This design comes from an exercise in tuning for small area, a short achievable clock period and few clock cycles on the open sky130 flow, not from production work.
RTL that was checked went through simulation tests only; none was proved equivalent to the original.
The clock port is modelled as an ideal driver, which makes a skipped or thinned clock tree look cheaper than it is; a real chip needs a root buffer or a tree.

==> module tandem_motif_repeat_detector, before the edit <==
module tandem_motif_repeat_detector (
    input  logic                              aclk,
    input  logic                              aresetn,
    input  logic                              s_tvalid,
    output logic                              s_tready,
    input  logic [7:0]                        s_tdata,    
    input  logic [1:0]                        s_tuser,    
    input  logic                              s_tlast,    
    output logic                              m_tvalid,
    input  logic                              m_tready,
    output logic [7:0]                        m_tdata,    
    output logic [0:0]                        m_tuser,    
    input  logic                              cfg_valid,
    output logic                              cfg_ready,
    input  logic [tmr_pkg::CFG_IDX_W-1:0]     cfg_index,
    input  logic [tmr_pkg::CFG_DATA_W-1:0]    cfg_data
);
    logic [tmr_pkg::MOTIF_CHARS-1:0][tmr_pkg::BASE_W-1:0] motif;
    logic [1:0]                 motif_written;
    logic [tmr_pkg::SKIP_W-1:0] len_m1;
    logic [tmr_pkg::RUN_W-1:0]  min_rep;
    logic                       min_rep_is1;
    logic                       cfg_ok;
    logic accept;
    logic ready_reg;
    logic                       in_valid_reg;
    logic [tmr_pkg::BASE_W-1:0] in_base_reg;
    logic                       in_first_reg;
    logic                       in_last_reg;
    logic                       in_region_reg;
    logic                       in_restart;
    logic                       after_last_reg;    
    logic                       fwd_match;
    logic                       rev_match;
    logic scan_valid_reg;
    logic scan_restart_reg;
    logic scan_last_reg;
    logic scan_region_reg;
    logic found_reg;
    logic found_next;
    logic fwd_hit;
    logic rev_hit;
    logic push;
    logic out_valid_reg;
    logic out_found_reg;
    logic out_region_reg;
    logic spare_valid_reg;
    logic spare_found_reg;
    logic spare_region_reg;
    logic pop;
    logic head_valid;
    logic head_found;
    logic head_region;
    logic [2:0] owed;        
    logic       accept_last;
    tmr_cfg_regs u_cfg (
        .aclk      (aclk),
        .aresetn   (aresetn),
        .cfg_valid (cfg_valid),
        .cfg_ready (cfg_ready),
        .cfg_index (cfg_index),
        .cfg_data  (cfg_data),
        .motif     (motif),
        .motif_written (motif_written),
        .len_m1    (len_m1),
        .min_rep     (min_rep),
        .min_rep_is1 (min_rep_is1),
        .cfg_ok    (cfg_ok)
    );
    assign s_tready = ready_reg;
    assign accept   = s_tvalid && ready_reg;
    always_ff @(posedge aclk) begin
        if (!aresetn) begin
            in_valid_reg <= 1'b0;
        end else begin
            in_valid_reg <= accept;
        end
    end
    always_ff @(posedge aclk) begin
        in_base_reg   <= s_tdata;
        in_first_reg  <= s_tuser[1];
        in_last_reg   <= s_tlast;
        in_region_reg <= s_tuser[0];
    end
    assign in_restart = in_first_reg || after_last_reg;
    always_ff @(posedge aclk) begin
        if (!aresetn) begin
            after_last_reg <= 1'b1;
        end else if (in_valid_reg) begin
            after_last_reg <= in_last_reg;
        end
    end
    tmr_window u_window (
        .aclk      (aclk),
        .accept    (in_valid_reg),
        .restart   (in_restart),
        .base      (in_base_reg),
        .motif     (motif),
        .motif_written (motif_written),
        .len_m1    (len_m1),
        .fwd_match (fwd_match),
        .rev_match (rev_match)
    );
    always_ff @(posedge aclk) begin
        if (!aresetn) begin
            scan_valid_reg <= 1'b0;
        end else begin
            scan_valid_reg <= in_valid_reg;
        end
    end
    always_ff @(posedge aclk) begin
        scan_restart_reg <= in_restart;
        scan_last_reg    <= in_last_reg;
        scan_region_reg  <= in_region_reg;
    end
    tmr_scan_ctr u_fwd_scan (
        .aclk    (aclk),
        .step    (scan_valid_reg),
        .restart (scan_restart_reg),
        .len_m1  (len_m1),
        .min_rep     (min_rep),
        .min_rep_is1 (min_rep_is1),
        .match   (fwd_match && cfg_ok),
        .hit     (fwd_hit)
    );
    tmr_scan_ctr u_rev_scan (
        .aclk    (aclk),
        .step    (scan_valid_reg),
        .restart (scan_restart_reg),
        .len_m1  (len_m1),
        .min_rep     (min_rep),
        .min_rep_is1 (min_rep_is1),
        .match   (rev_match && cfg_ok),
        .hit     (rev_hit)
    );
    assign found_next = (found_reg && !scan_restart_reg) || fwd_hit || rev_hit;
    always_ff @(posedge aclk) begin
        if (scan_valid_reg) begin
            found_reg <= found_next;
        end
    end
    assign push = scan_valid_reg && scan_last_reg;
    assign pop         = out_valid_reg && m_tready;
    assign head_valid  = pop ? spare_valid_reg  : out_valid_reg;
    assign head_found  = pop ? spare_found_reg  : out_found_reg;
    assign head_region = pop ? spare_region_reg : out_region_reg;
    always_ff @(posedge aclk) begin
        if (!aresetn) begin
            out_valid_reg   <= 1'b0;
            spare_valid_reg <= 1'b0;
        end else begin
            out_valid_reg   <= head_valid || push;
            spare_valid_reg <= (pop ? 1'b0 : spare_valid_reg) || (push && head_valid);
        end
    end
    logic keep_head;
    logic take_spare;
    logic take_new;
    assign keep_head  = out_valid_reg && !pop;
    assign take_spare = pop && spare_valid_reg;
    assign take_new   = !head_valid;
    always_ff @(posedge aclk) begin
        out_found_reg  <= (keep_head && out_found_reg) || (take_spare && spare_found_reg) ||
                          (take_new && found_next);
        out_region_reg <= (keep_head && out_region_reg) || (take_spare && spare_region_reg) ||
                          (take_new && scan_region_reg);
        if (push && head_valid) begin
            spare_found_reg  <= found_next;
            spare_region_reg <= scan_region_reg;
        end
    end
    assign owed        = 3'(out_valid_reg) + 3'(spare_valid_reg) + 3'(push) +
                         3'(in_valid_reg && in_last_reg);
    assign accept_last = accept && s_tlast;
    always_ff @(posedge aclk) begin
        if (!aresetn) begin
            ready_reg <= 1'b1;
        end else begin
            ready_reg <= (owed == 3'd0) ||
                         ((owed == 3'd1) && (pop || !accept_last)) ||
                         ((owed == 3'd2) && pop && !accept_last);
        end
    end
    assign m_tvalid   = out_valid_reg;
    assign m_tdata    = {7'd0, out_found_reg};
    assign m_tuser[0] = out_region_reg;
endmodule
Settings: LEC_CHECK=0, CAP_MARGIN=20, CORE_MARGIN=2, CORE_UTILIZATION=70, SLEW_MARGIN=20; clock period 10.0 ns.
standard.sh (not shown) runs the stock make flow with config.mk's settings and CLKGATE_MAP_FILE= SYNTH_SCRIPT=/design/flow/synth_recipe.tcl, a recipe that flattens the netlist after the stock synthesis.
==> flow/flow/run.sh <==
#!/bin/bash
# Standard layout (the standard.sh) with:
#  - repair_timing aiming for a setup slack of 7 ns at the 10 ns clock;
#  - buf_1 as the port buffer (repair upsizes it where timing needs);
#  - CTS with clkbuf_8 leaves of at most 16 sinks and no dummy loads;
#  - the clock tree's root buffer removed after CTS, so the clock port
#    drives the tree's first level (2 clock buffers) directly.
set -euo pipefail
KNOBS=(SETUP_SLACK_MARGIN=7.2
  "BUFFER_PORTS_ARGS=-buffer_cell sky130_fd_sc_hd__buf_1"
  "CTS_ARGS=-sink_clustering_enable -repair_clock_nets -dont_use_dummy_load -root_buf sky130_fd_sc_hd__clkbuf_16 -buf_list sky130_fd_sc_hd__clkbuf_8 -sink_clustering_size 16 -sink_clustering_max_diameter 60")
bash standard.sh "${KNOBS[@]}" cts > make_cts.log 2>&1
RESULTS=$PWD/orfs/results/$FLOW_PLATFORM/tandem_motif_repeat_detector/base \
  openroad -no_init -exit flow/drop_clock_root.tcl > drop_clock_root.log 2>&1
bash standard.sh "${KNOBS[@]}" finish > make_finish.log 2>&1
==> flow/flow/drop_clock_root.tcl <==
proc drop_clock_root {} {
  set block [ord::get_db_block]
  set clknet [$block findNet aclk]
  set roots {}
  foreach it [$clknet getITerms] { lappend roots [$it getInst] }
  if {[llength $roots] != 1} { puts "drop_clock_root: port drives [llength $roots] pins, nothing done"; return }
  set root [lindex $roots 0]
  if {![string match "*clkbuf*" [[$root getMaster] getName]]} { puts "drop_clock_root: root is not a clock buffer"; return }
  set outnet ""
  foreach it [$root getITerms] { if {[[$it getMTerm] getName] eq "X"} { set outnet [$it getNet] } }
  set loads {}
  foreach it [$outnet getITerms] { if {[$it getInst] ne $root} { lappend loads $it } }
  if {[llength $loads] > 4} { puts "drop_clock_root: root drives [llength $loads] pins, nothing done"; return }
  foreach it $loads { $it disconnect; $it connect $clknet }
  odb::dbInst_destroy $root
  odb::dbNet_destroy $outnet
  puts "drop_clock_root: port now drives [llength $loads] clock buffers"
}

set results $::env(RESULTS)
read_db $results/4_cts.odb
drop_clock_root
write_db $results/4_cts.odb
Testbench counts at the start, summed over its fixed seeds: cycles 41,687.
Change:
--- a/flow/design.v
+++ b/flow/design.v
@@ -329,19 +329,16 @@
             out_valid_reg   <= head_valid || push;
             spare_valid_reg <= (pop ? 1'b0 : spare_valid_reg) || (push && head_valid);
         end
     end
-    logic keep_head;
-    logic take_spare;
-    logic take_new;
-    assign keep_head  = out_valid_reg && !pop;
-    assign take_spare = pop && spare_valid_reg;
-    assign take_new   = !head_valid;
     always_ff @(posedge aclk) begin
-        out_found_reg  <= (keep_head && out_found_reg) || (take_spare && spare_found_reg) ||
-                          (take_new && found_next);
-        out_region_reg <= (keep_head && out_region_reg) || (take_spare && spare_region_reg) ||
-                          (take_new && scan_region_reg);
+        if (!head_valid) begin
+            out_found_reg  <= found_next;
+            out_region_reg <= scan_region_reg;
+        end else begin
+            out_found_reg  <= head_found;
+            out_region_reg <= head_region;
+        end
         if (push && head_valid) begin
             spare_found_reg  <= found_next;
             spare_region_reg <= scan_region_reg;
         end
The changed run passed the timing, design-rule and antenna checks.
Utilization falls by 1.2 points.
Global-route usage went up by 0.80 points.
Die area rose by 2.6%.
Via count climbs by 4.5%.
Critical path depth is unchanged.
Hold slack gets worse by 0.0045 ns.
Synthesized cell count went up by 1.1%.
Design area came out higher by 2.2%.
Register-to-register slack is worse by 0.10 ns.
Function not checked in the second run of this note: the RTL went through the layout flow alone.

==> static timing again, ports no longer ideal <==
The flow's constraints put no driver on any port. The routed layouts listed below were extracted and timed again, unchanged, in two steps.
Step 1 assumes that a clkbuf_16 drives the clock port and a buf_2 every other input.
Step 2 also shifts input and output timing later by t, the mid clock arrival at the registers, as if the neighbouring blocks saw the same clock.
a / b / c = no drivers / after step 1 / after step 2; a / b = the first two.
| run | t (ns) | setup WS [ns] | latest minus earliest clock arrival (ns) | worst register clock-pin slew, ns | worst data-port slew with drivers (ns) |
|---|---|---|---|---|---|
| the first run | 0.388 | 7.196 / 7.137 / 6.860 | 0.029 / 0.029 | 0.11 / 0.11 | 0.04 |
| the second run | 0.387 | 7.176 / 7.121 / 6.854 | 0.068 / 0.068 | 0.11 / 0.11 | 0.04 |
After both steps setup and hold are still met in every run listed. The setup slack of the first run, which loses most, moves by -0.059 ns with the drivers and by -0.336 ns with both steps.
